Source: an optimization exercise on an open RTL-to-GDS flow (aim: small area, a short achievable clock period and few clock cycles per item). Production flows keep margins and buffers that such runs may drop.
In this exercise RTL edits were held to simulation tests only and were not proved equivalent to the original.
Power figures rest on the tool's default switching activity, not on a simulated workload.

--- flow/run.sh ---
#!/bin/bash
# synth_recipe.tcl (not shown) runs the flow's synth.tcl, then flattens the netlist and writes it again
# the make line also repeats each setting of config.mk as NAME=value (left out here)
make -C /OpenROAD-flow-scripts/flow DESIGN_CONFIG=/design/flow/config.mk WORK_HOME=/design/flow/orfs CLKGATE_MAP_FILE= SYNTH_SCRIPT=/design/flow/synth_recipe.tcl finish
--- flow/design.v ---
module acr_dma_copy #(
   parameter int ADDR_W     = 32,
   parameter int DATA_W     = 64,
   parameter int BURST_LEN  = 16,
   parameter int FIFO_DEPTH = 32
) (
   input  logic                acr_clk,
   input  logic                acr_rst,
   input  logic                cmd_valid,
   output logic                cmd_ready,
   input  logic [ADDR_W-1:0]   cmd_src,
   input  logic [ADDR_W-1:0]   cmd_dst,
   input  logic [15:0]         cmd_beats,
   output logic                busy,
   output logic                done,
   output logic                err,
   output logic [1:0]          dbg_state,
   output logic [ADDR_W-1:0]   axi_araddr,
   output logic [3:0]          axi_arlen,
   output logic                axi_arvalid,
   input  logic                axi_arready,
   input  logic [DATA_W-1:0]   axi_rdata,
   input  logic [1:0]          axi_rresp,
   input  logic                axi_rlast,
   input  logic                axi_rvalid,
   output logic                axi_rready,
   output logic [ADDR_W-1:0]   axi_awaddr,
   output logic [3:0]          axi_awlen,
   output logic                axi_awvalid,
   input  logic                axi_awready,
   output logic [DATA_W-1:0]   axi_wdata,
   output logic [DATA_W/8-1:0] axi_wstrb,
   output logic                axi_wlast,
   output logic                axi_wvalid,
   input  logic                axi_wready,
   input  logic [1:0]          axi_bresp,
   input  logic                axi_bvalid,
   output logic                axi_bready
);
   logic        busy_q, done_q, err_q;
   logic [28:0] ar_a;           
   logic [12:0] ar_nb;          
   logic [3:0]  ar_el;          
   logic [3:0]  ar_len;
   logic        arv_q, ar_pend;
   logic [2:0]  r_out;          
   logic [28:0] aw_a;           
   logic [12:0] aw_nb;          
   logic [3:0]  aw_el;          
   logic [3:0]  aw_len;
   logic        awv_q, aw_pend;
   logic [2:0]  b_out;          
   logic [3:0]  w_lo;           
   logic        acc, nz, ar_hs, aw_hs, w_hs, b_hs, ar_last, aw_last, r_end, fin;
   logic        ar_one, aw_one;
   logic [16:0] ar_e0, aw_e0;
   logic [2:0]  b_nxt, r_nxt;
   assign acc   = cmd_valid && !busy_q && !done_q;
   assign nz    = (cmd_beats != 16'd0);
   assign ar_e0 = 17'(cmd_beats) + 17'(cmd_src[6:3]) - 17'd1;
   assign aw_e0 = 17'(cmd_beats) + 17'(cmd_dst[6:3]) - 17'd1;
   assign ar_one = (cmd_beats[15:5] == 11'd0) && (6'(cmd_beats[4:0]) + 6'(cmd_src[6:3]) <= 6'd16);
   assign aw_one = (cmd_beats[15:5] == 11'd0) && (6'(cmd_beats[4:0]) + 6'(cmd_dst[6:3]) <= 6'd16);
   assign ar_hs = arv_q && axi_arready;
   assign aw_hs = awv_q && axi_awready;
   assign w_hs  = busy_q && axi_rvalid && axi_wready;
   assign b_hs  = busy_q && axi_bvalid;
   assign ar_last = (ar_nb == 13'd0);
   assign aw_last = (aw_nb == 13'd0);
   assign r_end   = (r_out == 3'd1) && !ar_pend;
   assign b_nxt   = b_out + 3'(aw_hs) - 3'(b_hs);
   assign r_nxt   = r_out + 3'(ar_hs) - 3'(w_hs && axi_rlast);
   assign fin     = b_hs && (b_out == 3'd1) && !aw_pend && !ar_pend && (r_out == 3'd0);
   always_ff @(posedge acr_clk) begin
      if (acr_rst) begin
         busy_q  <= 1'b0;
         done_q  <= 1'b0;
         err_q   <= 1'b0;
         arv_q   <= 1'b0;
         ar_pend <= 1'b0;
         r_out   <= 3'd0;
         awv_q   <= 1'b0;
         aw_pend <= 1'b0;
         b_out   <= 3'd0;
      end else begin
         r_out <= r_nxt;
         b_out <= b_nxt;
         if (acc) begin
            busy_q  <= nz;
            done_q  <= !nz;
            err_q   <= 1'b0;
            arv_q   <= nz;
            ar_pend <= nz;
            awv_q   <= nz;
            aw_pend <= nz;
         end else begin
            if ((w_hs && axi_rresp != 2'b00) || (b_hs && axi_bresp != 2'b00)) err_q <= 1'b1;
            if (ar_hs) begin
               arv_q <= !ar_last && (r_nxt != 3'd7);
               if (ar_last) ar_pend <= 1'b0;
            end else if (!arv_q && ar_pend && r_out != 3'd7) begin
               arv_q <= 1'b1;
            end
            if (aw_hs) begin
               awv_q <= !aw_last && (b_nxt != 3'd7);
               if (aw_last) aw_pend <= 1'b0;
            end else if (!awv_q && aw_pend && b_out != 3'd7) begin
               awv_q <= 1'b1;
            end
            done_q <= fin;
            if (fin) busy_q <= 1'b0;
         end
      end
   end
   always_ff @(posedge acr_clk) begin
      if (acc) begin
         ar_a   <= cmd_src[31:3];
         ar_nb  <= ar_e0[16:4];
         ar_el  <= ar_e0[3:0];
         ar_len <= ar_one ? ar_e0[3:0] - cmd_src[6:3] : ~cmd_src[6:3];
         aw_a   <= cmd_dst[31:3];
         aw_nb  <= aw_e0[16:4];
         aw_el  <= aw_e0[3:0];
         aw_len <= aw_one ? aw_e0[3:0] - cmd_dst[6:3] : ~cmd_dst[6:3];
         w_lo   <= cmd_dst[6:3];
      end else begin
         if (ar_hs) begin
            ar_a   <= {ar_a[28:4] + 25'd1, 4'd0};
            ar_nb  <= ar_nb - 13'd1;
            ar_len <= (ar_nb == 13'd1) ? ar_el : 4'hF;
         end
         if (aw_hs) begin
            aw_a   <= {aw_a[28:4] + 25'd1, 4'd0};
            aw_nb  <= aw_nb - 13'd1;
            aw_len <= (aw_nb == 13'd1) ? aw_el : 4'hF;
         end
         if (w_hs) w_lo <= w_lo + 4'd1;
      end
   end
   assign cmd_ready   = !busy_q && !done_q;
   assign busy        = busy_q;
   assign done        = done_q;
   assign err         = err_q;
   assign dbg_state   = {done_q, busy_q};
   assign axi_araddr  = {ar_a, 3'b000};
   assign axi_arlen   = ar_len;
   assign axi_arvalid = arv_q;
   assign axi_rready  = axi_wready;
   assign axi_awaddr  = {aw_a, 3'b000};
   assign axi_awlen   = aw_len;
   assign axi_awvalid = awv_q;
   assign axi_wdata   = axi_rdata;
   assign axi_wstrb   = '1;
   assign axi_wlast   = (w_lo == 4'hF) || (axi_rlast && r_end);
   assign axi_wvalid  = busy_q && axi_rvalid;
   assign axi_bready  = busy_q;
endmodule
--- flow/constraint.sdc ---
create_clock -name core_clock -period 6.5 [get_ports {acr_clk}]
set_input_delay 1.3000 -clock core_clock [delete_from_list [all_inputs] [get_ports {acr_clk}]]
set_output_delay 1.3000 -clock core_clock [all_outputs]
set_load 0.01 [all_outputs]
--- flow/config.mk ---
export PLATFORM = sky130hd
export DESIGN_NAME = acr_dma_copy
export DESIGN_NICKNAME = acr_dma_copy
export VERILOG_FILES = /design/flow/design.v
export SDC_FILE = /design/flow/constraint.sdc
export NUM_CORES = 4
export LEC_CHECK = 0
export CAP_MARGIN = 20
export CORE_MARGIN = 2
export CORE_UTILIZATION = 40
export SETUP_SLACK_MARGIN = 3.4
export SLEW_MARGIN = 20
==> results of run 1 <==
==> critical path, delay by kind of cell <==
family                     cells  cell delay [ns]
adders and majority gates      4             1.17
muxes                          1             0.15
buffers and inverters          4             0.36
and+or+nand+nor                4             0.53
==> routing by layer <==
layer,share of wire,wire (um),vias to the layer above,global-route usage
met2,0.46,10500,187,0.312
met1,0.48,10900,3405,0.258
li1,-,-,3619,-
met5,0,0,-,0
met4,0.0085,193,0,0.0463
met3,0.047,1060,14,0.0409
==> registers in the layout (all words and copies together) (netlist names), 3 cells and up <==
register  cells
ar_a         29
ar_el         4
ar_len        4
ar_nb        13
aw_a         29
aw_el         4
aw_len        4
aw_nb        13
b_out         3
r_out         3
w_lo          4
==> worst max-delay path by stage <==
stage,start,end,depth (start not counted)
2_1_floorplan,cmd_src[4],ar_len[3],11
3_3_place_gp,cmd_beats[1],ar_len[3],12
3_5_place_dp,cmd_beats[1],ar_len[3],12
4_1_cts,cmd_beats[1],aw_len[2],13
5_1_grt,cmd_beats[1],aw_len[2],13
6_report,cmd_beats[1],aw_len[2],13
==> layout make-up <==
| cell class | count | area, um^2 |
|---|---|---|
| fill | 2040 | 10400 |
| multi-input combinational | 696 | 5460 |
| sequential | 117 | 3380 |
| timing repair buffer | 209 | 2010 |
| clock buffer | 18 | 429 |
| tap | 285 | 357 |
| inverter | 77 | 318 |
| clock inverter | 14 | 113 |
==> timing repair <==
item,in CTS,in global routing
setup endpoints to repair,154,29
gates resized for setup,155,44
hold endpoints to repair,0,0
buffers inserted,28,13
pin swaps,45,50
==> cell usage in the layout, fill, tap and decap left out, types with 6 or more instances in the layout <==
master,instances
o21ai_0,55
clkbuf_16,17
ha_1,30
nor4_1,7
nand4_1,13
ha_4,29
mux2i_1,9
a211oi_1,8
xnor2_1,49
nor2_1,65
and3_1,10
a21o_1,12
o21ai_2,7
edfxtp_1,104
conb_1,14
inv_1,47
a21oi_2,8
inv_2,22
nor2_2,6
clkdlybuf4s50_1,138
nand3_1,38
o21ai_1,9
nor3_1,13
clkinvlp_4,8
buf_2,6
nand2_1,95
buf_4,38
a21oi_1,32
buf_6,8
xor2_1,41
dfxtp_1,13
nor2b_1,12
nand2b_1,7
==> stage by stage <==
step	instance area, um^2	hold slack, ns	power, mW
2_1_floorplan	9420	0.451	1.63
3_3_place_gp	10700	0.465	1.89
3_5_place_dp	10700	0.470	1.90
4_1_cts	11900	0.479	2.84
5_1_grt	12100	0.519	3.02
6_report	12100	0.479	2.85
==> cells by family after synthesis <==
logic type                 Yosys count  share of synthesized area
adders and majority gates           71                      0.104
and+or+nand+nor                    321                      0.178
muxes                               12                     0.0137
AOI/OAI and AO/OA                  183                      0.126
buffers and inverters              184                      0.113
other                                2                   0.000830
DFF                                117                      0.374
xor gates and xnor gates            95                     0.0919
==> power groups by stage <==
stage	sequential, mW	clock, mW	combinational (mW)
floorplan	1.11	0	0.520
global placement	1.10	0	0.793
detailed placement	1.10	0	0.800
CTS	1.08	0.888	0.871
global route	1.10	0.920	0.994
finish	1.08	0.865	0.902
==> flow_summary.json, run 1 <==
{
  "status": "finished clean",
  "grt_usage": 0.190,
  "core_area_um2": 22400,
  "numClockSinks": 117,
  "via_count": 7225,
  "crit_top_cell": "ha_4",
  "finalSetupViolCount": 0,
  "slowest_stage": "fa_2",
  "synthCells": 985,
  "setup_ws_ns": 3.15,
  "worstHoldStart": "aw_pend",
  "tns_ns": 0,
  "min_path_type": "register to register",
  "yosysMostFrequentCell": "edfxtp_1",
  "area_growth_pct": 33.3,
  "cts_tree": "done",
  "internal_power_mw": 1.95,
  "drv_cap": 0,
  "power.share.combinational": 0.316,
  "reg2reg_to": "ar_len[2]",
  "yosys-top-cells-area": "edfxtp_1 34%, ha_1 8.8%, buf_4 7.0%",
  "cp-start-kind": "input pin",
  "clock_path_buffers": 2,
  "dp_cells": 1343,
  "p_leak_nw": 4.52,
  "clock.fmax_mhz": 298,
  "r2r-start": "ar_nb[9]",
  "finalNetCount": 1346,
  "die-area_um2": 23900,
  "yosys_warnings": 1,
  "whs_path_depth": 2,
  "clock-root-buffer": "clkbuf_16",
  "post-route-drc-count": 0,
  "grt_overflow": 0,
  "die_h_um": 154,
  "h-tree-depth": 4,
  "insertion_delay_ns": 0.42,
  "min_to": "aw_pend",
  "wire_per_inst_um": 16.0,
  "rows": 55,
  "finalMaxSlewViolations": 0,
  "ys_seq_area_frac": 0.374,
  "cts_made_buffers": 17,
  "fin_crit_ns": 3.35,
  "finClkSkew_ns": 0.0158,
  "powerDensity_nw_per_um2": 236,
  "syn-mean-instance-area_um2": 9.19,
  "switchingPower_mw": 0.900,
  "syn_area_um2": 9050,
  "drt_iter0_drc": 390,
  "cts_hold_buffers": 0,
  "synthArstFlopShare": 0,
  "grt_pass1_wl_um": 36200,
  "num_antenna_cells": 0,
  "place_ws_ns": 1.94,
  "via_per_inst": 5.10,
  "cp-end-kind": "register",
  "post-route-util": 0.538,
  "synth-edff-count": 104,
  "tightest_slew_ns": 0.541,
  "clk_pin_slew_ns": 0.06,
  "place.gp.congestion": 0.833,
  "arrival_ns": 3.51,
  "peakVddDrop_v": 0.000144,
  "sw_frac_of_total": 0.316,
  "grt_antenna_before_repair": 0,
  "wl_um": 22700,
  "clock_power_share": 0.304,
  "yosys.area.top_type": "edfxtp_1",
  "grt_start_max_net_pins": 85,
  "post-route-period-util": 0.516,
  "reg2regPathDepth": 6,
  "required_ns": 6.66,
  "yosysUniqueCellTypes": 74,
  "worstSetupPathType": "input pin to register",
  "slew_headroom": 0.639,
  "grt_pass1_vias": 7020,
  "yosys_most_used_dff": "edfxtp_1",
  "seqPwrFrac": 0.380,
  "cp_max_fo": 2,
  "synthTopCellsByCount": "104 x edfxtp_1, 102 x nand2_1, 84 x buf_4, 77 x inv_1, 70 x nor2_1",
  "hpwlAfterDp_um": 16500,
  "pin_count": 313,
  "final_cells": 1416,
  "io_buffers": 164,
  "netlist.area_leader.share": 0.345,
  "rsz0062_at_grt": "true",
  "synth_seq_cells": 117,
  "die_width_um": 154,
  "crit_path_max_incr_delay_ns": 0.56,
  "start_util": 0.404,
  "dr.pass1.iters": 5,
  "drive_gt1_frac": 0.223,
  "ant_nets": 0,
  "finalHoldViolations": 0,
  "path_cells": "buf_12 > clkinvlp_4 > buf_12 > ha_4 > inv_2 > ha_4 > fa_2 > ha_4 > or3_1 > nand2_1 > nand3_1 > mux2i_1 > nor2_1",
  "r2r_setup_slack_ns": 4.05
}
Testbench counts, summed over its fixed seeds: cycles 47,140, beats 35,812.
==> run 2: changes to the inputs <==
--- a/flow/config.mk
+++ b/flow/config.mk
@@ -7,2 +7,3 @@
 export LEC_CHECK = 0
+export ABC_CLOCK_PERIOD_IN_PS = 2500
 export CAP_MARGIN = 20
==> run 2 against run 1 <==
  * Worst setup slack unchanged
  * Critical path type unchanged
  * Clock-buffer cell count is the same
  * Via count unchanged
  * Highest routed layer unchanged
  * Power did not move
  * Sequential share of layout area unchanged
==> flow_summary.json, run 2 <==
{
  "path_delay_family": "adder cells",
  "via_count": 7225,
  "post-route-drc-count": 0,
  "drv_cap": 0,
  "place.gp.congestion": 0.833,
  "drive_gt1_frac": 0.223,
  "required_ns": 6.66,
  "p_leak_nw": 4.52,
  "die-area_um2": 23900,
  "grt_pass1_vias": 7020,
  "num_antenna_cells": 0,
  "syn_area_um2": 9050,
  "final_cell_mix": "138 x clkdlybuf4s50_1, 104 x edfxtp_1, 95 x nand2_1",
  "grt_start_max_net_pins": 85,
  "yosys-top-cells-area": "edfxtp_1 34%, ha_1 8.8%, buf_4 7.0%",
  "yosys_warnings": 1,
  "ys_seq_area_frac": 0.374,
  "cp-end-kind": "register",
  "insertion_delay_ns": 0.42,
  "cts_tree": "done",
  "crit_path_max_incr_delay_ns": 0.56,
  "grt_pass1_wl_um": 36200,
  "synthTopCellsByCount": "104 x edfxtp_1, 102 x nand2_1, 84 x buf_4, 77 x inv_1, 70 x nor2_1",
  "tns_ns": 0,
  "finalMaxSlewViolations": 0,
  "io_buffers": 164,
  "grtUsageMet1": 0.258,
  "r2r-start": "ar_nb[9]",
  "numClockSinks": 117,
  "slowest_stage": "fa_2",
  "netlist.area_leader.share": 0.345,
  "grt_overflow": 0,
  "worstSetupPathType": "input pin to register",
  "min_to": "aw_pend",
  "min_path_type": "register to register",
  "yosys.area.top_type": "edfxtp_1",
  "grt_antenna_before_repair": 0,
  "drt_iter0_drc": 390,
  "rsz0062_at_grt": "true",
  "synthSimpleGateAreaFrac": 0.178,
  "post-route-util": 0.538,
  "h-tree-depth": 4,
  "rows": 55,
  "path_cells": "buf_12 > clkinvlp_4 > buf_12 > ha_4 > inv_2 > ha_4 > fa_2 > ha_4 > or3_1 > nand2_1 > nand3_1 > mux2i_1 > nor2_1",
  "cp-start-kind": "input pin",
  "dr.pass1.iters": 5,
  "status": "finished clean",
  "largestRegisters": "ar_a x29, aw_a x29",
  "use_met2": 0.312,
  "path_depth": 13,
  "synthArstFlopShare": 0,
  "r2r_setup_slack_ns": 4.05,
  "yosys_most_used_dff": "edfxtp_1",
  "wire_per_inst_um": 16.0,
  "cp_max_fo": 2,
  "peakVddDrop_v": 0.000144,
  "via_per_inst": 5.10,
  "dp_cells": 1343,
  "reg2reg_to": "ar_len[2]",
  "synth_xor_area_frac": 0.0919,
  "synth-edff-count": 104,
  "clock-root-buffer": "clkbuf_16",
  "clk_pin_slew_ns": 0.06,
  "yosysMostFrequentCell": "edfxtp_1",
  "wl_um": 22700,
  "post-route-period-util": 0.516,
  "synth_top_family_by_area": "simple AND/OR/NAND/NOR gates",
  "ant_nets": 0,
  "final_common_cell": "clkdlybuf4s50_1",
  "finalSetupViolCount": 0,
  "finClkSkew_ns": 0.0158,
  "syn-mean-instance-area_um2": 9.19,
  "die_h_um": 154,
  "reg2regPathDepth": 6,
  "finalHoldViolations": 0,
  "hpwlAfterDp_um": 16500,
  "crit_buf_inv": 4,
  "die_width_um": 154,
  "synth_seq_cells": 117,
  "start_util": 0.404,
  "yosys.area_share.adder": 0.104,
  "clock.fmax_mhz": 298,
  "clock_path_buffers": 2,
  "powerDensity_nw_per_um2": 236,
  "finalNetCount": 1346,
  "worstHoldStart": "aw_pend",
  "fin_crit_ns": 3.35,
  "grt_most_used_layer": "met2",
  "pin_count": 313,
  "grt_usage": 0.190,
  "grt_use_met3": 0.0409,
  "tightest_slew_ns": 0.541,
  "cts_made_buffers": 17,
  "synthCells": 985,
  "slew_headroom": 0.639,
  "synth_compound_area_frac": 0.126,
  "crit_top_cell": "ha_4",
  "yosysUniqueCellTypes": 74,
  "area_growth_pct": 33.3,
  "core_area_um2": 22400,
  "arrival_ns": 3.51,
  "total_power_mw": 2.85,
  "muxShareOfSynthArea": 0.0137,
  "final_cells": 1416,
  "whs_path_depth": 2
}
run 2: cell counts after synthesis:
No cell type changed its count.
run 2: cells by family (layout without fill, tap and decap cells):
logic type      Yosys count  in the layout
mux                      12             12
compound gates          183            183
other cells               2             14
buf+inv                 184            318
simple gates            321            321
fa+ha+maj                71             71
flops                   117            117
xor+xnor                 95             95
run 2: per-layer routing:
| layer | part of all wire | up-vias |
|---|---|---|
| li1 | - | 3619 |
| met1 | 0.48 | 3405 |
| met2 | 0.46 | 187 |
| met3 | 0.047 | 14 |
| met4 | 0.0085 | 0 |
| met5 | 0 | - |
run 2: layout make-up:
class                           count  area [um^2]
Multi-Input combinational cell    696         5460
Clock inverter                     14          113
Timing Repair Buffer              209         2010
Clock buffer                       18          429
Inverter                           77          318
Tap cell                          285          357
Fill cell                        2040        10400
Sequential cell                   117         3380
run 2: metrics by stage:
step	setup WS (ns)	hold WS [ns]	area, um^2
floorplan	2.93	0.451	9420
global placement	2.00	0.465	10700
detailed placement	1.94	0.470	10700
CTS	3.08	0.479	11900
global route	3.05	0.519	12100
finish	3.15	0.479	12100
run 2: what timing repair did:
| action | in CTS | in global routing |
|---|---|---|
| resized for setup | 155 | 44 |
| pin swaps | 45 | 50 |
| setup endpoints to repair | 154 | 29 |
| setup buffers | 28 | 13 |
| hold buffers | 0 | 0 |
run 2: worst max path at each step:
stage                 startpoint        end  slack, ns
finish              cmd_beats[1]  aw_len[2]       3.15
global route        cmd_beats[1]  aw_len[2]       3.05
CTS                 cmd_beats[1]  aw_len[2]       3.08
detailed placement  cmd_beats[1]  ar_len[3]       1.94
global placement    cmd_beats[1]  ar_len[3]       2.00
floorplan             cmd_src[4]  ar_len[3]       2.93
run 2: worst min-delay path: stages, from the launching register on:
cell     delay [ns]
dfxtp_1        0.32
nand2_1        0.06
a21oi_1        0.05
run 2: report_power, final:
group	switching, mW	internal (mW)
registers	0.103	0.980
clock network	0.345	0.520
logic	0.452	0.450
total	0.900	1.95
==> run 3: changes to the inputs <==
--- a/flow/design.v
+++ b/flow/design.v
@@ -55,3 +55,4 @@
    logic        ar_one, aw_one;
-   logic [16:0] ar_e0, aw_e0;
+   logic [12:0] ar_nb0, aw_nb0;
+   logic [3:0]  ar_el0, aw_el0, len1;
    logic [2:0]  b_nxt, r_nxt;
@@ -59,6 +60,29 @@
    assign nz    = (cmd_beats != 16'd0);
-   assign ar_e0 = 17'(cmd_beats) + 17'(cmd_src[6:3]) - 17'd1;
-   assign aw_e0 = 17'(cmd_beats) + 17'(cmd_dst[6:3]) - 17'd1;
+   function automatic logic [16:0] first_e(input logic [15:0] b, input logic [3:0] lo);
+      logic [4:0]  s;
+      logic [11:0] h;
+      logic [12:0] up, dn, nb;
+      logic        all1, any1;
+      s = 5'(b[3:0]) + 5'(lo) - 5'd1;    
+      h = b[15:4];
+      all1 = 1'b1;
+      any1 = 1'b0;
+      for (int i = 0; i < 12; i++) begin
+         up[i] = h[i] ^ all1;             
+         dn[i] = h[i] ^ ~any1;            
+         all1  = all1 & h[i];
+         any1  = any1 | h[i];
+      end
+      up[12] = all1;
+      dn[12] = 1'b0;
+      if (b[3:0] == 4'd0 && lo == 4'd0) nb = dn;    
+      else if (s[4]) nb = up;                       
+      else nb = {1'b0, h};
+      first_e = {nb, s[3:0]};
+   endfunction
+   assign {ar_nb0, ar_el0} = first_e(cmd_beats, cmd_src[6:3]);
+   assign {aw_nb0, aw_el0} = first_e(cmd_beats, cmd_dst[6:3]);
    assign ar_one = (cmd_beats[15:5] == 11'd0) && (6'(cmd_beats[4:0]) + 6'(cmd_src[6:3]) <= 6'd16);
    assign aw_one = (cmd_beats[15:5] == 11'd0) && (6'(cmd_beats[4:0]) + 6'(cmd_dst[6:3]) <= 6'd16);
+   assign len1   = cmd_beats[3:0] - 4'd1;
    assign ar_hs = arv_q && axi_arready;
@@ -117,9 +141,9 @@
          ar_a   <= cmd_src[31:3];
-         ar_nb  <= ar_e0[16:4];
-         ar_el  <= ar_e0[3:0];
-         ar_len <= ar_one ? ar_e0[3:0] - cmd_src[6:3] : ~cmd_src[6:3];
+         ar_nb  <= ar_nb0;
+         ar_el  <= ar_el0;
+         ar_len <= ar_one ? len1 : ~cmd_src[6:3];
          aw_a   <= cmd_dst[31:3];
-         aw_nb  <= aw_e0[16:4];
-         aw_el  <= aw_e0[3:0];
-         aw_len <= aw_one ? aw_e0[3:0] - cmd_dst[6:3] : ~cmd_dst[6:3];
+         aw_nb  <= aw_nb0;
+         aw_el  <= aw_el0;
+         aw_len <= aw_one ? len1 : ~cmd_dst[6:3];
          w_lo   <= cmd_dst[6:3];
--- a/flow/config.mk
+++ b/flow/config.mk
@@ -7,3 +7,2 @@
 export LEC_CHECK = 0
-export ABC_CLOCK_PERIOD_IN_PS = 2500
 export CAP_MARGIN = 20
@@ -11,2 +10,3 @@
 export CORE_UTILIZATION = 40
+export CTS_BUF_LIST = sky130_fd_sc_hd__clkbuf_4
 export SETUP_SLACK_MARGIN = 3.4
==> run 3 against run 2 <==
  * Still clean on timing, DRC and antenna
  * Utilization fell by 0.82 points
  * Via count fell by 8.5%
  * Fmax fell by 1.0%
  * Global-route usage rose by 0.55 points
  * Clock-buffer cell count fell by 1
  * Critical path depth rose by 3
  * Critical path type unchanged
  * Critical endpoint is now ar_nb[11]
==> flow_summary.json, run 3 <==
{
  "clock_power_share": 0.258,
  "cp_max_fo": 2,
  "start_util": 0.410,
  "pin_count": 313,
  "netlist.area_leader.share": 0.374,
  "core_area_um2": 20400,
  "ys_seq_area_frac": 0.405,
  "arrival_ns": 3.65,
  "crit_end": "ar_nb[11]",
  "min_path_type": "register to register",
  "fin_crit_ns": 3.39,
  "internal_power_mw": 1.60,
  "peakVddDrop_v": 0.000112,
  "yosys_most_used_dff": "edfxtp_1",
  "finalMaxSlewViolations": 0,
  "area_growth_pct": 29.1,
  "yosys-top-cells-area": "edfxtp_1 37%, ha_1 8.2%, buf_4 7.4%",
  "clock-root-buffer": "clkbuf_4",
  "grt_antenna_before_repair": 1,
  "slowest_stage": "ha_4",
  "via_per_inst": 5.21,
  "worstSetupPathType": "input pin to register",
  "p_leak_nw": 3.93,
  "synthArstFlopShare": 0,
  "post-route-drc-count": 0,
  "final_common_cell": "clkdlybuf4s50_1",
  "clock_path_buffers": 2,
  "switchingPower_mw": 0.752,
  "syn-mean-instance-area_um2": 9.50,
  "reg2reg_to": "arv_q",
  "via_count": 6611,
  "numClockSinks": 117,
  "grt_usage": 0.196,
  "rsz0062_at_grt": "true",
  "finalNetCount": 1205,
  "hpwlAfterDp_um": 15900,
  "yosysUniqueCellTypes": 43,
  "muxShareOfSynthArea": 0.0371,
  "r2r-start": "busy_q",
  "yosysMostFrequentCell": "edfxtp_1",
  "wl_um": 22000,
  "setup_ws_ns": 3.11,
  "dp_cells": 1224,
  "grt_start_max_net_pins": 104,
  "powerDensity_nw_per_um2": 218,
  "tns_ns": 0,
  "rows": 52,
  "critPathLaunch": "cmd_beats[4]",
  "drive_gt1_frac": 0.152,
  "dr.pass1.iters": 4,
  "reg2regPathDepth": 11,
  "yosys_warnings": 1,
  "wire_per_inst_um": 17.3,
  "path_delay_family": "adder cells",
  "die_h_um": 149,
  "required_ns": 6.76,
  "path_cells": "buf_12 > buf_6 > buf_8 > ha_4 > ha_4 > ha_4 > ha_4 > ha_4 > ha_4 > ha_4 > ha_4 > ha_4 > ha_4 > ha_4 > mux2i_1 > a21oi_1",
  "drv_cap": 0,
  "grt_overflow": 0,
  "crit_buf_inv": 3,
  "cts_hold_buffers": 0,
  "finClkSkew_ns": 0.0193,
  "status": "finished clean",
  "place_ws_ns": 1.62,
  "crit_top_cell": "ha_4",
  "cp-start-kind": "input pin",
  "clk_pin_slew_ns": 0.10,
  "slew_headroom": 0.405,
  "largestRegisters": "ar_a x29, aw_a x29",
  "die-area_um2": 22100,
  "r2r_setup_slack_ns": 4.08,
  "finalHoldViolations": 0,
  "h-tree-depth": 4,
  "power.share.combinational": 0.293,
  "tightest_slew_ns": 0.893,
  "final_cell_mix": "134 x clkdlybuf4s50_1, 104 x edfxtp_1, 91 x nand2_1",
  "post-route-period-util": 0.521,
  "syn_area_um2": 8360,
  "ant_nets": 0,
  "synthTopCellsByCount": "104 x edfxtp_1, 100 x nand2_1, 82 x buf_4, 73 x o21ai_0, 62 x inv_1",
  "cts_made_buffers": 17,
  "io_buffers": 164,
  "synth_seq_cells": 117,
  "whs_path_depth": 2,
  "yosys.area_share.adder": 0.0967,
  "sw_frac_of_total": 0.320,
  "cp-end-kind": "register",
  "synth_xor_area_frac": 0.0891,
  "cts_tree": "done",
  "crit_path_max_incr_delay_ns": 0.21,
  "synth-edff-count": 104,
  "place.gp.congestion": 0.817,
  "synthSimpleGateAreaFrac": 0.152,
  "yosys.area.top_type": "edfxtp_1",
  "clock.fmax_mhz": 295,
  "synth_top_family_by_area": "simple AND/OR/NAND/NOR gates",
  "grt_pass1_wl_um": 33800,
  "drt_iter0_drc": 326,
  "die_width_um": 149,
  "final_cells": 1270,
  "seqPwrFrac": 0.449,
  "grt_pass1_vias": 6495,
  "synth_compound_area_frac": 0.107,
  "path_depth": 16,
  "synthCells": 880,
  "finalSetupViolCount": 0,
  "insertion_delay_ns": 0.54
}
==> run 3: worst min path at each step <==
stage	from	to
detailed placement	err_q	err_q
global route	err_q	err_q
CTS	err_q	err_q
floorplan	err_q	err_q
finish	err_q	err_q
global placement	err_q	err_q
==> run 3: routing by layer <==
metal  global-route usage  vias to the layer above  wire [um]
met1                0.254                     3132       9960
li1                     -                     3244          -
met3               0.0442                       22       1380
met5                    0                        -          0
met4               0.0495                        0        280
met2                0.332                      213      10400
==> run 3: power groups by stage <==
stage               registers [mW]  clock network, mW  logic (mW)
floorplan                     1.07                  0       0.412
global placement              1.07                  0       0.651
detailed placement            1.07                  0       0.657
CTS                           1.06              0.620       0.685
global route                  1.07              0.643       0.755
finish                        1.06              0.605       0.689
==> run 3: area by class of cell <==
| type | instances | area (um^2) |
|---|---|---|
| Clock inverter | 14 | 185 |
| Antenna cell | 1 | 2.50 |
| Fill cell | 1878 | 9580 |
| Multi-Input combinational cell | 607 | 4700 |
| Inverter | 62 | 253 |
| Tap cell | 270 | 338 |
| Clock buffer | 17 | 128 |
| Timing Repair Buffer | 182 | 1800 |
| Sequential cell | 117 | 3380 |
==> run 3: kinds of logic after synthesis <==
family          after synthesis
xor+xnor                     85
other cells                   2
simple gates                261
fa+ha+maj                    61
compound gates              155
mux                          31
buf+inv                     168
flops                       117
==> run 3: worst reg2reg max path, delay by kind of cell, from the launching register on <==
kind            cells  cell delay [ns]
simple gates        2             0.32
flops               1             0.40
compound gates      2             0.33
fa+ha+maj           3             0.77
xor+xnor            2             0.36
buf+inv             2             0.16
==> run 3: through the flow <==
stage | utilization | hold WS, ns | cell area, um^2 | power, mW
2_1_floorplan | - | 0.483 | 8930 | 1.49
3_3_place_gp | 0.503 | 0.468 | 10200 | 1.72
3_5_place_dp | 0.503 | 0.466 | 10200 | 1.73
4_1_cts | 0.526 | 0.482 | 10700 | 2.36
5_1_grt | 0.530 | 0.545 | 10800 | 2.47
6_report | 0.530 | 0.480 | 10800 | 2.35
==> run 3: what timing repair did <==
item | 4_1_cts | 5_1_grt
hold endpoints to repair | 0 | 0
setup buffers | 10 | 4
endpoints found under the setup margin | 64 | 58
resized for setup | 83 | 37
pin swaps | 10 | 11
cloned | 0 | 0
Testbench counts of run 3, summed over its fixed seeds: cycles 47,140, beats 35,812.
==> run 4: changes to the inputs <==
--- a/flow/config.mk
+++ b/flow/config.mk
@@ -10,3 +10,2 @@
 export CORE_UTILIZATION = 40
-export CTS_BUF_LIST = sky130_fd_sc_hd__clkbuf_4
 export SETUP_SLACK_MARGIN = 3.4
==> run 4 against run 3 <==
  * Critical path depth unchanged
  * Non-clock buffer count up 4
  * Clock power up 64%
  * Worst hold slack worse by 0.0050 ns
  * Power up 18%
  * Register-to-register slack worse by 0.02 ns
  * Sequential share of layout area down 1.0 points
  * Utilization up 1.8 points
  * Clock-buffer cell count unchanged
  * Final cell count up 0.31%
==> flow_summary.json, run 4 <==
{
  "finClkSkew_ns": 0.0101,
  "synthArstFlopShare": 0,
  "crit_path_max_incr_delay_ns": 0.31,
  "stdcell_area_um2": 11200,
  "yosys_most_used_dff": "edfxtp_1",
  "rows": 52,
  "syn_area_um2": 8360,
  "power.share.combinational": 0.258,
  "h-tree-depth": 4,
  "grt_start_max_net_pins": 104,
  "synth_seq_cells": 117,
  "fin_crit_ns": 3.49,
  "wire_per_inst_um": 17.5,
  "finalSetupViolCount": 0,
  "dp_cells": 1224,
  "r2r_setup_slack_ns": 4.06,
  "drive_gt1_frac": 0.175,
  "rsz0062_at_grt": "true",
  "clock_path_buffers": 2,
  "clock_power_share": 0.359,
  "powerDensity_nw_per_um2": 248,
  "tns_ns": 0,
  "crit_top_cell": "ha_4",
  "clock.fmax_mhz": 286,
  "yosys_warnings": 1,
  "start_util": 0.410,
  "yosysMostFrequentCell": "edfxtp_1",
  "yosys.area.top_type": "edfxtp_1",
  "status": "finished clean",
  "cp_max_fo": 2,
  "hpwlAfterDp_um": 15900,
  "seqPwrFrac": 0.383,
  "post-route-util": 0.548,
  "finalMaxSlewViolations": 0,
  "final_common_cell": "clkdlybuf4s50_1",
  "post-route-period-util": 0.537,
  "total_power_mw": 2.77,
  "die_width_um": 149,
  "placed_cell_area_um2": 10200,
  "synth-edff-count": 104,
  "final_cell_mix": "131 x clkdlybuf4s50_1, 104 x edfxtp_1, 91 x nand2_1",
  "slowest_stage": "or3_1",
  "cts_made_buffers": 17,
  "final_cells": 1274,
  "via_count": 6650,
  "p_leak_nw": 4.05,
  "path_cells": "buf_12 > clkinvlp_4 > ha_4 > ha_4 > ha_4 > ha_4 > ha_4 > ha_4 > ha_4 > ha_4 > ha_4 > ha_4 > xor2_1 > or3_1 > o21ai_1 > a21oi_1",
  "dr.pass1.iters": 5,
  "grt_usage": 0.201,
  "grt_overflow": 0,
  "min_path_type": "register to register",
  "peakVddDrop_v": 0.000178,
  "switchingPower_mw": 0.814,
  "post-route-drc-count": 0,
  "netlist.area_leader.share": 0.374,
  "die-area_um2": 22100,
  "drv_cap": 0,
  "finalHoldViolations": 0,
  "place.gp.congestion": 0.817,
  "core_area_um2": 20400,
  "numClockSinks": 117,
  "internal_power_mw": 1.95,
  "drt_iter0_drc": 358,
  "sw_frac_of_total": 0.294,
  "slew_headroom": 0.441,
  "worstSetupPathType": "input pin to register",
  "cts_hold_buffers": 0,
  "insertion_delay_ns": 0.42,
  "grt_pass1_wl_um": 34600,
  "cp-end-kind": "register",
  "cts_tree": "done",
  "cp-start-kind": "input pin",
  "yosysUniqueCellTypes": 43,
  "tightest_slew_ns": 0.838,
  "clock-root-buffer": "clkbuf_16",
  "via_per_inst": 5.22,
  "io_buffers": 164,
  "grt_antenna_before_repair": 1,
  "syn-mean-instance-area_um2": 9.50,
  "finalNetCount": 1209,
  "ant_nets": 0,
  "yosys-top-cells-area": "edfxtp_1 37%, ha_1 8.2%, buf_4 7.4%",
  "ys_seq_area_frac": 0.405,
  "die_h_um": 149,
  "synthCells": 880,
  "synthTopCellsByCount": "104 x edfxtp_1, 100 x nand2_1, 82 x buf_4, 73 x o21ai_0, 62 x inv_1",
  "grt_pass1_vias": 6623,
  "pin_count": 313,
  "wl_um": 22300,
  "largestRegisters": "ar_a x29, aw_a x29",
  "clk_pin_slew_ns": 0.05,
  "area_growth_pct": 33.5,
  "arrival_ns": 3.63,
  "required_ns": 6.64
}
run 4: cell count changes in the layout (fill, tap and decap cells not counted), sizes merged:
cell           delta
dlygate4sd2       -7
clkdlybuf4s15     +3
clkbuf            -1
clkdlybuf4s50     -3
dlymetal6s2s      -1
buf              +13
run 4: path summary, 6_finish.rpt:
kind,from,endpoint,cells after the start
setup / recovery,cmd_beats[4],aw_nb[11],16
hold / removal,err_q,err_q,2
setup reg to reg,busy_q,awv_q,10
hold reg to reg,err_q,err_q,2
run 4: per-stage QoR:
step / setup WS, ns / hold WS [ns]
after floorplan: 2.71 / 0.483
after global placement: 1.63 / 0.468
after detailed placement: 1.62 / 0.466
after CTS: 3.02 / 0.475
after global routing: 2.92 / 0.536
final: 3.01 / 0.475
run 4: final cells by class:
type	count	area (um^2)
clock inverters	14	185
inverters	62	251
fillers	1844	9210
flip-flops and latches	117	3380
clock buffers	17	425
diodes	1	2.50
well taps	270	338
repair buffers	186	1800
multi-input cells	607	4770
run 4: power by group through the flow:
stage	clock, mW	combinational (mW)	sequential, mW
floorplan	0	0.412	1.07
global placement	0	0.651	1.07
detailed placement	0	0.657	1.07
CTS	1.01	0.705	1.06
global route	1.03	0.780	1.07
finish	0.993	0.713	1.06
run 4: repair_timing:
item                       4_1_cts  5_1_grt
buffers inserted                17        1
hold endpoints to repair         0        0
gates resized for setup        147       27
setup endpoints to repair       65       93
pin swaps                       22       19
run 4: critical path, delay by kind of cell:
family | cells | cell delay [ns]
adder cells (fa/ha/maj) | 10 | 1.55
AND/OR/NAND/NOR | 1 | 0.31
XOR/XNOR | 1 | 0.14
AO/OA/AOI/OAI | 2 | 0.13
buffers and inverters | 2 | 0.18
run 4: logic make-up after synthesis:
kind of cell	after synthesis	share of synthesized area
muxes	31	0.0371
DFF	117	0.405
xor gates and xnor gates	85	0.0891
buffers and inverters	168	0.112
other	2	0.000899
adders and majority gates	61	0.0967
and+or+nand+nor	261	0.152
AOI/OAI and AO/OA	155	0.107
run 4: per-layer routing:
metal / up-vias / track usage / part of all wire
met5: - / 0 / 0
met4: 0 / 0.0638 / 0.013
met3: 25 / 0.0445 / 0.055
met2: 206 / 0.341 / 0.48
met1: 3152 / 0.257 / 0.46
li1: 3267 / - / -
==> run 5: changes to the inputs <==
--- a/flow/design.v
+++ b/flow/design.v
@@ -39,5 +39,11 @@
 );
+   function automatic logic [1:0] carry(input logic [3:0] b, input logic [3:0] lo);
+      logic [4:0] s;
+      s = 5'(b) + 5'(lo);
+      carry = {s > 5'd16, s == 5'd0};     
+   endfunction
    logic        busy_q, done_q, err_q;
    logic [28:0] ar_a;           
-   logic [12:0] ar_nb;          
+   logic [11:0] ar_k;           
+   logic        ar_skip, ar_cm;
    logic [3:0]  ar_el;          
@@ -47,3 +53,4 @@
    logic [28:0] aw_a;           
-   logic [12:0] aw_nb;          
+   logic [11:0] aw_k;
+   logic        aw_skip, aw_cm;
    logic [3:0]  aw_el;          
@@ -53,33 +60,11 @@
    logic [3:0]  w_lo;           
-   logic        acc, nz, ar_hs, aw_hs, w_hs, b_hs, ar_last, aw_last, r_end, fin;
-   logic        ar_one, aw_one;
-   logic [12:0] ar_nb0, aw_nb0;
-   logic [3:0]  ar_el0, aw_el0, len1;
+   logic        acc, nz, ar_hs, aw_hs, w_hs, b_hs, ar_last, aw_last, ar_last2, aw_last2;
+   logic        r_end, fin, ar_one, aw_one;
+   logic [1:0]  ar_c, aw_c;
+   logic [3:0]  len1;
    logic [2:0]  b_nxt, r_nxt;
-   assign acc   = cmd_valid && !busy_q && !done_q;
-   assign nz    = (cmd_beats != 16'd0);
-   function automatic logic [16:0] first_e(input logic [15:0] b, input logic [3:0] lo);
-      logic [4:0]  s;
-      logic [11:0] h;
-      logic [12:0] up, dn, nb;
-      logic        all1, any1;
-      s = 5'(b[3:0]) + 5'(lo) - 5'd1;    
-      h = b[15:4];
-      all1 = 1'b1;
-      any1 = 1'b0;
-      for (int i = 0; i < 12; i++) begin
-         up[i] = h[i] ^ all1;             
-         dn[i] = h[i] ^ ~any1;            
-         all1  = all1 & h[i];
-         any1  = any1 | h[i];
-      end
-      up[12] = all1;
-      dn[12] = 1'b0;
-      if (b[3:0] == 4'd0 && lo == 4'd0) nb = dn;    
-      else if (s[4]) nb = up;                       
-      else nb = {1'b0, h};
-      first_e = {nb, s[3:0]};
-   endfunction
-   assign {ar_nb0, ar_el0} = first_e(cmd_beats, cmd_src[6:3]);
-   assign {aw_nb0, aw_el0} = first_e(cmd_beats, cmd_dst[6:3]);
+   assign acc  = cmd_valid && !busy_q && !done_q;
+   assign nz   = (cmd_beats != 16'd0);
+   assign ar_c = carry(cmd_beats[3:0], cmd_src[6:3]);
+   assign aw_c = carry(cmd_beats[3:0], cmd_dst[6:3]);
    assign ar_one = (cmd_beats[15:5] == 11'd0) && (6'(cmd_beats[4:0]) + 6'(cmd_src[6:3]) <= 6'd16);
@@ -91,4 +76,6 @@
    assign b_hs  = busy_q && axi_bvalid;
-   assign ar_last = (ar_nb == 13'd0);
-   assign aw_last = (aw_nb == 13'd0);
+   assign ar_last  = !ar_skip && (ar_k[11:1] == 11'd0) && (!ar_k[0] || ar_cm);
+   assign aw_last  = !aw_skip && (aw_k[11:1] == 11'd0) && (!aw_k[0] || aw_cm);
+   assign ar_last2 = ar_skip ? (ar_k == 12'd0) : (ar_k == 12'd1 || (ar_cm && ar_k == 12'd2));
+   assign aw_last2 = aw_skip ? (aw_k == 12'd0) : (aw_k == 12'd1 || (aw_cm && aw_k == 12'd2));
    assign r_end   = (r_out == 3'd1) && !ar_pend;
@@ -140,21 +127,27 @@
       if (acc) begin
-         ar_a   <= cmd_src[31:3];
-         ar_nb  <= ar_nb0;
-         ar_el  <= ar_el0;
-         ar_len <= ar_one ? len1 : ~cmd_src[6:3];
-         aw_a   <= cmd_dst[31:3];
-         aw_nb  <= aw_nb0;
-         aw_el  <= aw_el0;
-         aw_len <= aw_one ? len1 : ~cmd_dst[6:3];
-         w_lo   <= cmd_dst[6:3];
+         ar_a    <= cmd_src[31:3];
+         ar_k    <= cmd_beats[15:4];
+         ar_skip <= ar_c[1];
+         ar_cm   <= ar_c[0];
+         ar_el   <= cmd_beats[3:0] + cmd_src[6:3] - 4'd1;
+         ar_len  <= ar_one ? len1 : ~cmd_src[6:3];
+         aw_a    <= cmd_dst[31:3];
+         aw_k    <= cmd_beats[15:4];
+         aw_skip <= aw_c[1];
+         aw_cm   <= aw_c[0];
+         aw_el   <= cmd_beats[3:0] + cmd_dst[6:3] - 4'd1;
+         aw_len  <= aw_one ? len1 : ~cmd_dst[6:3];
+         w_lo    <= cmd_dst[6:3];
       end else begin
          if (ar_hs) begin
-            ar_a   <= {ar_a[28:4] + 25'd1, 4'd0};
-            ar_nb  <= ar_nb - 13'd1;
-            ar_len <= (ar_nb == 13'd1) ? ar_el : 4'hF;
+            ar_a    <= {ar_a[28:4] + 25'd1, 4'd0};
+            ar_skip <= 1'b0;
+            if (!ar_skip) ar_k <= ar_k - 12'd1;
+            ar_len  <= ar_last2 ? ar_el : 4'hF;
          end
          if (aw_hs) begin
-            aw_a   <= {aw_a[28:4] + 25'd1, 4'd0};
-            aw_nb  <= aw_nb - 13'd1;
-            aw_len <= (aw_nb == 13'd1) ? aw_el : 4'hF;
+            aw_a    <= {aw_a[28:4] + 25'd1, 4'd0};
+            aw_skip <= 1'b0;
+            if (!aw_skip) aw_k <= aw_k - 12'd1;
+            aw_len  <= aw_last2 ? aw_el : 4'hF;
          end
==> run 5 against run 4 <==
  * Still clean
  * Sequential share of layout area grew 4.9 points
  * Final cell count decreased by 12%
  * Synthesized area shrank 9.0%
  * Register-to-register slack better by 0.17 ns
  * Non-clock buffer count down 7
  * Design area decreased by 12%
  * Sequential power about the same
  * Sequential cell count increased by 2
  * Critical path type unchanged
  * Critical endpoint is now aw_len[1]
  * Largest cell class unchanged
  * Highest routed layer unchanged
==> flow_summary.json, run 5 <==
{
  "place.gp.congestion": 0.808,
  "yosys_most_used_dff": "edfxtp_1",
  "crit_path_max_incr_delay_ns": 0.47,
  "clock_path_buffers": 2,
  "grt_pass1_wl_um": 27700,
  "r2r-start": "busy_q",
  "crit_end": "aw_len[1]",
  "tns_ns": 0,
  "syn-mean-instance-area_um2": 9.86,
  "pin_count": 313,
  "synthCells": 771,
  "area_growth_pct": 28.7,
  "via_count": 5743,
  "switchingPower_mw": 0.719,
  "synth-edff-count": 106,
  "fin_crit_ns": 3.07,
  "yosys-top-cells-area": "edfxtp_1 42%, buf_4 8.1%, ha_1 5.3%",
  "rows": 50,
  "wire_per_inst_um": 16.4,
  "grt_pass1_vias": 5480,
  "start_util": 0.406,
  "final_common_cell": "clkdlybuf4s50_1",
  "die_width_um": 142,
  "synthTopCellsByCount": "106 x edfxtp_1, 93 x nand2_1, 82 x buf_4, 58 x nor2_1, 51 x o21ai_0",
  "slowest_stage": "fa_2",
  "powerDensity_nw_per_um2": 261,
  "synth_seq_cells": 119,
  "critPathLaunch": "cmd_dst[3]",
  "seqCellArea_um2": 3440,
  "required_ns": 6.74,
  "tightest_slew_ns": 0.673,
  "seqPwrFrac": 0.428,
  "internal_power_mw": 1.83,
  "status": "finished clean",
  "numClockSinks": 119,
  "die-area_um2": 20100,
  "via_per_inst": 5.12,
  "final_cell_mix": "148 x clkdlybuf4s50_1, 106 x edfxtp_1, 89 x nand2_1",
  "path_cells": "dlygate4sd2_1 > ha_2 > fa_2 > nor4_2 > mux2i_4 > a21o_4 > a211oi_1",
  "io_buffers": 164,
  "power.share.combinational": 0.234,
  "worstSetupPathType": "input pin to register",
  "die_h_um": 142,
  "insertion_delay_ns": 0.42,
  "clock-root-buffer": "clkbuf_16",
  "clock.fmax_mhz": 326,
  "n_fill_cell": 1697,
  "yosysMostFrequentCell": "edfxtp_1",
  "finalSetupViolCount": 0,
  "yosysUniqueCellTypes": 45,
  "setup_ws_ns": 3.43,
  "hpwlAfterDp_um": 12700,
  "finalMaxSlewViolations": 0,
  "finalNetCount": 1073,
  "wl_um": 18400,
  "post-route-drc-count": 0,
  "netlist.area_leader.share": 0.419,
  "cts_made_buffers": 17,
  "min_path_type": "register to register",
  "yosys_warnings": 1,
  "yosys.area.top_type": "edfxtp_1",
  "core_area_um2": 18700,
  "grt_overflow": 0,
  "num_antenna_cells": 0,
  "drt_iter0_drc": 247,
  "ant_nets": 0,
  "slew_headroom": 0.548,
  "post-route-period-util": 0.472,
  "grt_usage": 0.176,
  "largestRegisters": "ar_a x29, aw_a x29",
  "cp_max_fo": 7,
  "clock_power_share": 0.338,
  "clk_pin_slew_ns": 0.05,
  "rsz0062_at_grt": "true",
  "syn_area_um2": 7600,
  "ys_seq_area_frac": 0.453,
  "finalHoldViolations": 0,
  "reg2regPathDepth": 8,
  "dr.pass1.iters": 4,
  "h-tree-depth": 4,
  "place_ws_ns": 2.41,
  "arrival_ns": 3.31,
  "grt_start_max_net_pins": 116,
  "grt_antenna_before_repair": 0,
  "r2r_setup_slack_ns": 4.23,
  "multi_input_area_um2": 3640,
  "cts_tree": "done",
  "peakVddDrop_v": 0.000194,
  "reg2reg_to": "aw_len[0]",
  "synthArstFlopShare": 0,
  "drv_cap": 0,
  "sw_frac_of_total": 0.282,
  "cp-start-kind": "input pin",
  "finClkSkew_ns": 0.00947,
  "p_leak_nw": 3.53,
  "drive_gt1_frac": 0.116,
  "cp-end-kind": "register"
}
-- run 5: power groups by stage --
stage	Clock [mW]	Combinational (mW)	Sequential, mW
floorplan	0	0.330	1.11
global placement	0	0.554	1.10
detailed placement	0	0.561	1.10
CTS	0.880	0.583	1.09
global route	0.914	0.656	1.11
finish	0.862	0.596	1.09
-- run 5: area by class of cell --
class / instances / share of cell area
Clock inverter: 8 / 0.00870
Timing Repair Buffer: 179 / 0.179
Inverter: 33 / 0.0128
Tap cell: 234 / 0.0299
Multi-Input combinational cell: 528 / 0.373
Clock buffer: 20 / 0.0446
Sequential cell: 119 / 0.352
-- run 5: how the worst min path moves through the flow --
stage,start,endpoint,slack [ns],depth (start not counted)
final,err_q,err_q,0.48,2
after global routing,err_q,err_q,0.52,2
after CTS,err_q,err_q,0.49,2
after detailed placement,err_q,err_q,0.48,2
after global placement,err_q,err_q,0.47,2
after floorplan,aw_pend,aw_pend,0.48,2
-- run 5: per-layer routing --
layer  part of all wire  track usage
met5                  0            0
met3              0.052       0.0361
met4              0.020       0.0700
met1               0.46        0.236
met2               0.47        0.281
-- run 5: logic make-up after synthesis --
| logic type | share of synthesized area |
|---|---|
| other cells | 0.000988 |
| mux | 0.00263 |
| fa+ha+maj | 0.0685 |
| xor+xnor | 0.0864 |
| simple gates | 0.178 |
| compound gates | 0.102 |
| flops | 0.453 |
| buf+inv | 0.108 |
-- run 5: stage by stage --
step	utilization	instance area, um^2	total power [mW]	hold slack (ns)	instances
after floorplan	-	7650	1.44	0.476	783
after global placement	0.477	8930	1.66	0.475	1084
after detailed placement	0.477	8930	1.66	0.483	1084
after CTS	0.517	9660	2.55	0.488	1117
after global routing	0.523	9780	2.68	0.520	1121
final	0.523	9780	2.55	0.480	1121
-- run 5: repair_timing --
action / CTS / global route
endpoints found under the setup margin: 78 / 12
hold buffers: 0 / 0
buffers inserted: 5 / 3
pin swaps: 8 / 12
resized for setup: 68 / 32
gates cloned: 0 / 1
-- run 5: worst max-delay path, delay by kind of cell --
family	cells	cell delay, ns
simple gates	1	0.40
mux	1	0.19
compound gates	2	0.46
buf+inv	1	0.27
fa+ha+maj	2	0.68
Testbench counts of run 5, summed over its fixed seeds: cycles 47,140, beats 35,812.
==> run 6: changes to the inputs <==
==> flow/flow/run.sh (new file) <==
#!/bin/bash
set -euo pipefail
cd "$(dirname "$0")/.."
export BUFFER_PORTS_ARGS="-buffer_cell sky130_fd_sc_hd__buf_1"
bash standard.sh > standard_make.log 2>&1
==> flow/standard.sh (new file) <==
#!/bin/bash
# synth_recipe.tcl (not shown) runs the flow's synth.tcl, then flattens the netlist and writes it again
# the make line also repeats each setting of config.mk as NAME=value (left out here)
make -C /OpenROAD-flow-scripts/flow DESIGN_CONFIG=/design/flow/config.mk WORK_HOME=/design/flow/orfs CLKGATE_MAP_FILE= SYNTH_SCRIPT=/design/flow/synth_recipe.tcl "${@:-finish}"
--- a/flow/config.mk
+++ b/flow/config.mk
@@ -10,3 +10,5 @@
 export CORE_UTILIZATION = 40
-export SETUP_SLACK_MARGIN = 3.4
+export CTS_BUF_LIST = sky130_fd_sc_hd__clkbuf_8
+export CTS_CLUSTER_SIZE = 30
+export SETUP_SLACK_MARGIN = 3.55
 export SLEW_MARGIN = 20
removed: flow/run.sh
==> run 6 against run 5 <==
  * Combinational power down 22%
  * Synthesized area unchanged
  * Final cell count down 0.18%
  * Synthesized cell count unchanged
  * Design area down 13%
  * Worst setup slack better by 0.13 ns
  * Critical endpoint is now axi_wvalid
  * Highest routed layer unchanged
==> flow_summary.json, run 6 <==
{
  "total_power_mw": 2.34,
  "stdcell_area_um2": 8530,
  "post-route-period-util": 0.452,
  "numClockSinks": 119,
  "powerDensity_nw_per_um2": 274,
  "start_util": 0.406,
  "r2r_setup_slack_ns": 4.27,
  "synth_seq_cells": 119,
  "ys_seq_area_frac": 0.453,
  "die_h_um": 142,
  "placed_cell_area_um2": 7950,
  "grt_start_max_net_pins": 68,
  "cts_hold_buffers": 0,
  "drv_cap": 0,
  "syn-mean-instance-area_um2": 9.86,
  "post-route-util": 0.456,
  "yosysUniqueCellTypes": 45,
  "grt_overflow": 0,
  "worstSetupPathType": "input pin to output port",
  "grt_antenna_before_repair": 0,
  "fin_crit_ns": 2.94,
  "die_width_um": 142,
  "rsz0062_at_grt": "true",
  "clock_path_buffers": 2,
  "synthArstFlopShare": 0,
  "finalNetCount": 1068,
  "tightest_slew_ns": 0.736,
  "via_count": 5675,
  "cts_made_buffers": 17,
  "post-route-drc-count": 0,
  "synth-edff-count": 106,
  "cp-start-kind": "input pin",
  "io_buffers": 164,
  "yosys-top-cells-area": "edfxtp_1 42%, buf_4 8.1%, ha_1 5.3%",
  "core_area_um2": 18700,
  "synthCells": 771,
  "yosys_warnings": 1,
  "netlist.area_leader.share": 0.419,
  "yosys.area.top_type": "edfxtp_1",
  "yosysMostFrequentCell": "edfxtp_1",
  "final_cells": 1119,
  "peakVddDrop_v": 0.000119,
  "whs_path_depth": 2,
  "yosys_most_used_dff": "edfxtp_1",
  "wire_per_inst_um": 15.6,
  "pin_count": 313,
  "synthTopCellsByCount": "106 x edfxtp_1, 93 x nand2_1, 82 x buf_4, 58 x nor2_1, 51 x o21ai_0",
  "slew_headroom": 0.509,
  "p_leak_nw": 3.02,
  "clock-root-buffer": "clkbuf_8",
  "clk_pin_slew_ns": 0.06,
  "num_antenna_cells": 0,
  "area_growth_pct": 12.2,
  "finalHoldViolations": 0,
  "finalMaxSlewViolations": 0,
  "final_common_cell": "buf_1",
  "via_per_inst": 5.07,
  "place.gp.congestion": 0.818,
  "rows": 50,
  "reg2reg_to": "arv_q",
  "reg2regPathDepth": 10,
  "wl_um": 17500,
  "crit_end": "axi_wvalid",
  "h-tree-depth": 4,
  "place_ws_ns": 2.77,
  "tns_ns": 0,
  "drive_gt1_frac": 0.0881,
  "dp_cells": 1085,
  "setup_ws_ns": 3.56,
  "hpwlAfterDp_um": 12600,
  "required_ns": 5.20,
  "largestRegisters": "ar_a x29, aw_a x29",
  "grt_pass1_vias": 5412,
  "grt_pass1_wl_um": 27300,
  "finalSetupViolCount": 0,
  "ant_nets": 0,
  "insertion_delay_ns": 0.44,
  "final_cell_mix": "157 x buf_1, 106 x edfxtp_1, 92 x nand2_1",
  "worst_hold_slack_ns": 0.484,
  "die-area_um2": 20100,
  "clock.fmax_mhz": 340,
  "min_path_type": "register to register",
  "drt_iter0_drc": 309,
  "cp_max_fo": 4,
  "grt_usage": 0.173,
  "cts_tree": "done",
  "dr.pass1.iters": 6,
  "arrival_ns": 1.64,
  "critPathLaunch": "axi_rvalid",
  "status": "finished clean",
  "r2r-start": "busy_q",
  "finClkSkew_ns": 0.0107,
  "syn_area_um2": 7600,
  "cp-end-kind": "output port"
}
==> run 6: cell counts after synthesis <==
No cell type changed its count.
==> run 6: repair_timing <==
action                                  in CTS  in global routing
endpoints found under the setup margin      12                 10
pin swaps                                    0                  5
buffers inserted                             0                  3
resized for setup                            9                 17
==> run 6: how the worst min path moves through the flow <==
stage / slack (ns) / startpoint / to
global placement: 0.48 / err_q / err_q
global route: 0.51 / err_q / err_q
floorplan: 0.48 / aw_pend / aw_pend
finish: 0.48 / err_q / err_q
detailed placement: 0.48 / err_q / err_q
CTS: 0.49 / err_q / err_q
==> run 6: metal layers <==
| metal | wire, um | up-vias | share of wire | GRT usage |
|---|---|---|---|---|
| li1 | - | 2833 | - | - |
| met1 | 8110 | 2633 | 0.46 | 0.227 |
| met2 | 8080 | 181 | 0.46 | 0.276 |
| met3 | 938 | 28 | 0.054 | 0.0422 |
| met4 | 366 | 0 | 0.021 | 0.0658 |
| met5 | 0 | - | 0 | 0 |
==> run 6: worst max-delay path, stage by stage <==
cell and delay, ns:
buf_1 0.07, and2_4 0.16, buf_6 0.11
==> run 6: cell families (layout without fill, tap and decap cells) <==
group,after synthesis,after routing,synth area share
adder cells (fa/ha/maj),38,38,0.0685
AO/OA/AOI/OAI,133,133,0.102
flip-flops,119,119,0.453
buffers and inverters,136,238,0.108
XOR/XNOR,75,75,0.0864
other,2,14,0.000988
multiplexers,2,2,0.00263
AND/OR/NAND/NOR,266,266,0.178
==> run 6: cell type report <==
| type | count | area (um^2) |
|---|---|---|
| Fill cell | 1820 | 10200 |
| Multi-Input combinational cell | 528 | 3510 |
| Clock buffer | 17 | 234 |
| Clock inverter | 14 | 213 |
| Inverter | 33 | 125 |
| Sequential cell | 119 | 3440 |
| Tap cell | 234 | 293 |
| Timing Repair Buffer | 174 | 714 |
==> run 6: power by group <==
part	switching, mW	total, mW	internal, mW
sequential	0.107	1.09	0.981
clock	0.302	0.785	0.484
combinational	0.283	0.465	0.182
==> run 7: changes to the inputs <==
==> flow/flow/run.sh (replaced) <==
#!/bin/bash
set -euo pipefail
cd "$(dirname "$0")/.."
export BUFFER_PORTS_ARGS="-buffer_cell sky130_fd_sc_hd__buf_1"
export CTS_ARGS="-sink_clustering_enable -repair_clock_nets -dont_use_dummy_load -buf_list sky130_fd_sc_hd__clkbuf_8"
bash standard.sh > standard_make.log 2>&1
--- a/flow/config.mk
+++ b/flow/config.mk
@@ -10,4 +10,2 @@
 export CORE_UTILIZATION = 40
-export CTS_BUF_LIST = sky130_fd_sc_hd__clkbuf_8
-export CTS_CLUSTER_SIZE = 30
 export SETUP_SLACK_MARGIN = 3.55
==> run 7 against run 6 <==
  * Still clean
  * Via count is 0.56% lower
  * Clock power is 37% lower
  * Clock-buffer cell count stayed put
  * Utilization is 1.0 points lower
  * Fmax hardly changed
  * Die area stayed put
  * Combinational power hardly changed
  * Sequential power hardly changed
  * Largest cell class unchanged
==> flow_summary.json, run 7 <==
{
  "switchingPower_mw": 0.653,
  "synth-edff-count": 106,
  "seqCellArea_um2": 3440,
  "ant_nets": 0,
  "yosysUniqueCellTypes": 45,
  "cts_hold_buffers": 0,
  "path_delay_family": "buffers and inverters",
  "pin_count": 313,
  "tightest_slew_ns": 0.738,
  "die-area_um2": 20100,
  "syn-mean-instance-area_um2": 9.86,
  "r2r_setup_slack_ns": 4.27,
  "critPathLaunch": "axi_rvalid",
  "worstSetupPathType": "input pin to output port",
  "grt_start_max_net_pins": 68,
  "place_ws_ns": 2.77,
  "final_cell_mix": "157 x buf_1, 106 x edfxtp_1, 92 x nand2_1",
  "yosys-top-cells-area": "edfxtp_1 42%, buf_4 8.1%, ha_1 5.3%",
  "yosys.area.top_type": "edfxtp_1",
  "status": "finished clean",
  "p_leak_nw": 2.92,
  "stdcell_area_um2": 8340,
  "wl_um": 17300,
  "wire_per_inst_um": 15.7,
  "drive_gt1_frac": 0.0827,
  "dp_cells": 1085,
  "crit_buf_inv": 2,
  "finalNetCount": 1068,
  "io_buffers": 164,
  "dr.pass1.iters": 4,
  "synthCells": 771,
  "cts_made_buffers": 17,
  "multi_input_area_um2": 3530,
  "seqPwrFrac": 0.532,
  "finalMaxSlewViolations": 0,
  "tns_ns": 0,
  "post-route-util": 0.446,
  "synthTopCellsByCount": "106 x edfxtp_1, 93 x nand2_1, 82 x buf_4, 58 x nor2_1, 51 x o21ai_0",
  "clk_pin_slew_ns": 0.05,
  "setup_ws_ns": 3.56,
  "clock-root-buffer": "clkbuf_8",
  "grt_pass1_vias": 5368,
  "cp-start-kind": "input pin",
  "largestRegisters": "ar_a x29, aw_a x29",
  "grt_antenna_before_repair": 0,
  "slowest_stage": "and2_4",
  "die_h_um": 142,
  "placed_cell_area_um2": 7950,
  "clock.fmax_mhz": 340,
  "clock_power_share": 0.240,
  "place.gp.congestion": 0.818,
  "die_width_um": 142,
  "post-route-drc-count": 0,
  "syn_area_um2": 7600,
  "r2r-start": "busy_q",
  "n_fill_cell": 1834,
  "synthArstFlopShare": 0,
  "path_cells": "buf_1 > and2_4 > buf_6",
  "peakVddDrop_v": 0.000120,
  "final_cells": 1105,
  "rows": 50,
  "drv_cap": 0,
  "slew_headroom": 0.508,
  "clock_path_buffers": 2,
  "insertion_delay_ns": 0.44,
  "via_count": 5643,
  "worst_hold_slack_ns": 0.483,
  "grt_usage": 0.171,
  "finalSetupViolCount": 0,
  "via_per_inst": 5.11,
  "numClockSinks": 119,
  "hpwlAfterDp_um": 12600,
  "cp_max_fo": 4,
  "arrival_ns": 1.64,
  "area_growth_pct": 9.70,
  "finClkSkew_ns": 0.0209,
  "netlist.area_leader.share": 0.419,
  "path_depth": 3,
  "cts_tree": "done",
  "start_util": 0.406,
  "reg2reg_to": "arv_q",
  "reg2regPathDepth": 10,
  "yosys_most_used_dff": "edfxtp_1",
  "final_common_cell": "buf_1",
  "grt_pass1_wl_um": 27100,
  "synth_seq_cells": 119,
  "min_path_type": "register to register",
  "total_power_mw": 2.05,
  "rsz0062_at_grt": "true",
  "crit_end": "axi_wvalid",
  "cp-end-kind": "output port",
  "ys_seq_area_frac": 0.453,
  "powerDensity_nw_per_um2": 246,
  "sw_frac_of_total": 0.319,
  "crit_path_max_incr_delay_ns": 0.16,
  "num_antenna_cells": 0,
  "fin_crit_ns": 2.94,
  "yosys_warnings": 1,
  "internal_power_mw": 1.40,
  "power.share.combinational": 0.228,
  "grt_overflow": 0,
  "required_ns": 5.20,
  "h-tree-depth": 4,
  "core_area_um2": 18700,
  "finalHoldViolations": 0,
  "yosysMostFrequentCell": "edfxtp_1",
  "post-route-period-util": 0.452,
  "drt_iter0_drc": 306
}
-- run 7: cell count changes in the layout (fill, tap and decap cells not counted), sizes merged --
| cell | change |
|---|---|
| bufinv | -6 |
| clkinv | -7 |
| inv | -1 |
-- run 7: power groups by stage --
stage / registers, mW / clock network, mW / logic, mW
2_1_floorplan: 1.11 / 0 / 0.331
3_3_place_gp: 1.10 / 0 / 0.445
3_5_place_dp: 1.11 / 0 / 0.454
4_1_cts: 1.09 / 0.512 / 0.459
5_1_grt: 1.11 / 0.535 / 0.529
6_report: 1.09 / 0.492 / 0.467
-- run 7: worst min path at each step --
stage,start,end,slack (ns),depth (start not counted)
after floorplan,aw_pend,aw_pend,0.48,2
after global placement,err_q,err_q,0.48,2
after detailed placement,err_q,err_q,0.48,2
after CTS,err_q,err_q,0.49,2
after global routing,err_q,err_q,0.51,2
final,err_q,err_q,0.48,2
-- run 7: cells by family after synthesis --
| kind of cell | share of synthesized area |
|---|---|
| compound gates | 0.102 |
| xor+xnor | 0.0864 |
| fa+ha+maj | 0.0685 |
| buf+inv | 0.108 |
| flops | 0.453 |
| mux | 0.00263 |
| other cells | 0.000988 |
| simple gates | 0.178 |
-- run 7: worst min-delay path, cell delays in order (launching register included) --
cell and delay (ns):
dfxtp_1 0.31, inv_1 0.05, a311oi_1 0.07
-- run 7: area by class of cell --
type	instances	share of cell area
Sequential cell	119	0.413
Multi-Input combinational cell	528	0.423
Clock buffer	17	0.0281
Tap cell	234	0.0351
Inverter	33	0.0150
Timing Repair Buffer	174	0.0857
-- run 7: repair_timing --
| action | 4_1_cts | 5_1_grt |
|---|---|---|
| pin swaps | 0 | 6 |
| endpoints found under the hold margin | 0 | 0 |
| resized for setup | 9 | 20 |
| setup buffers | 0 | 3 |
| setup endpoints to repair | 14 | 10 |
-- run 7: layer usage --
| layer | wire length (um) | share of wire | track usage | vias to the layer above |
|---|---|---|---|---|
| met2 | 7920 | 0.46 | 0.274 | 169 |
| met3 | 908 | 0.052 | 0.0361 | 32 |
| met5 | 0 | 0 | 0 | - |
| li1 | - | - | - | 2824 |
| met4 | 402 | 0.023 | 0.0711 | 0 |
| met1 | 8080 | 0.47 | 0.227 | 2618 |

==> what the ideal ports hide <==
Ports are ideal in the flow. The routed layouts listed here were re-timed in OpenROAD.
Step 1: set_driving_cell puts a clkbuf_16 on acr_clk and a buf_2 on each other input, an assumption about the parent block.
Step 2 moves the port delays by t, midway between the first and last clock arrival at a register: inputs arrive t later, outputs are due t later. That takes back most of the time a late clock gives input paths.
Three values: ideal ports, drivers, drivers and shift; two values: the first two.
run | t, ns | setup slack, ns | hold slack, ns | clock arrival spread, ns
run 1 | 0.454 | 3.147 / 3.119 / 2.665 | 0.479 / 0.479 / 0.479 | 0.017 / 0.016
run 2 | 0.454 | 3.147 / 3.119 / 2.665 | 0.479 / 0.479 / 0.479 | 0.017 / 0.016
run 3 | 0.568 | 3.112 / 3.106 / 2.538 | 0.480 / 0.480 / 0.480 | 0.020 / 0.020
run 4 | 0.463 | 3.007 / 2.993 / 2.531 | 0.475 / 0.475 / 0.475 | 0.011 / 0.011
run 5 | 0.451 | 3.430 / 3.442 / 2.999 | 0.480 / 0.480 / 0.480 | 0.011 / 0.011
run 6 | 0.468 | 3.560 / 3.528 / 3.109 | 0.484 / 0.484 / 0.484 | 0.014 / 0.014
run 7 | 0.463 | 3.560 / 3.529 / 3.138 | 0.483 / 0.483 / 0.483 | 0.023 / 0.024
After both steps setup and hold are still met in every run listed. For run 3, which loses most, drivers alone change the setup slack by -0.006 ns; drivers and shift together by -0.574 ns.
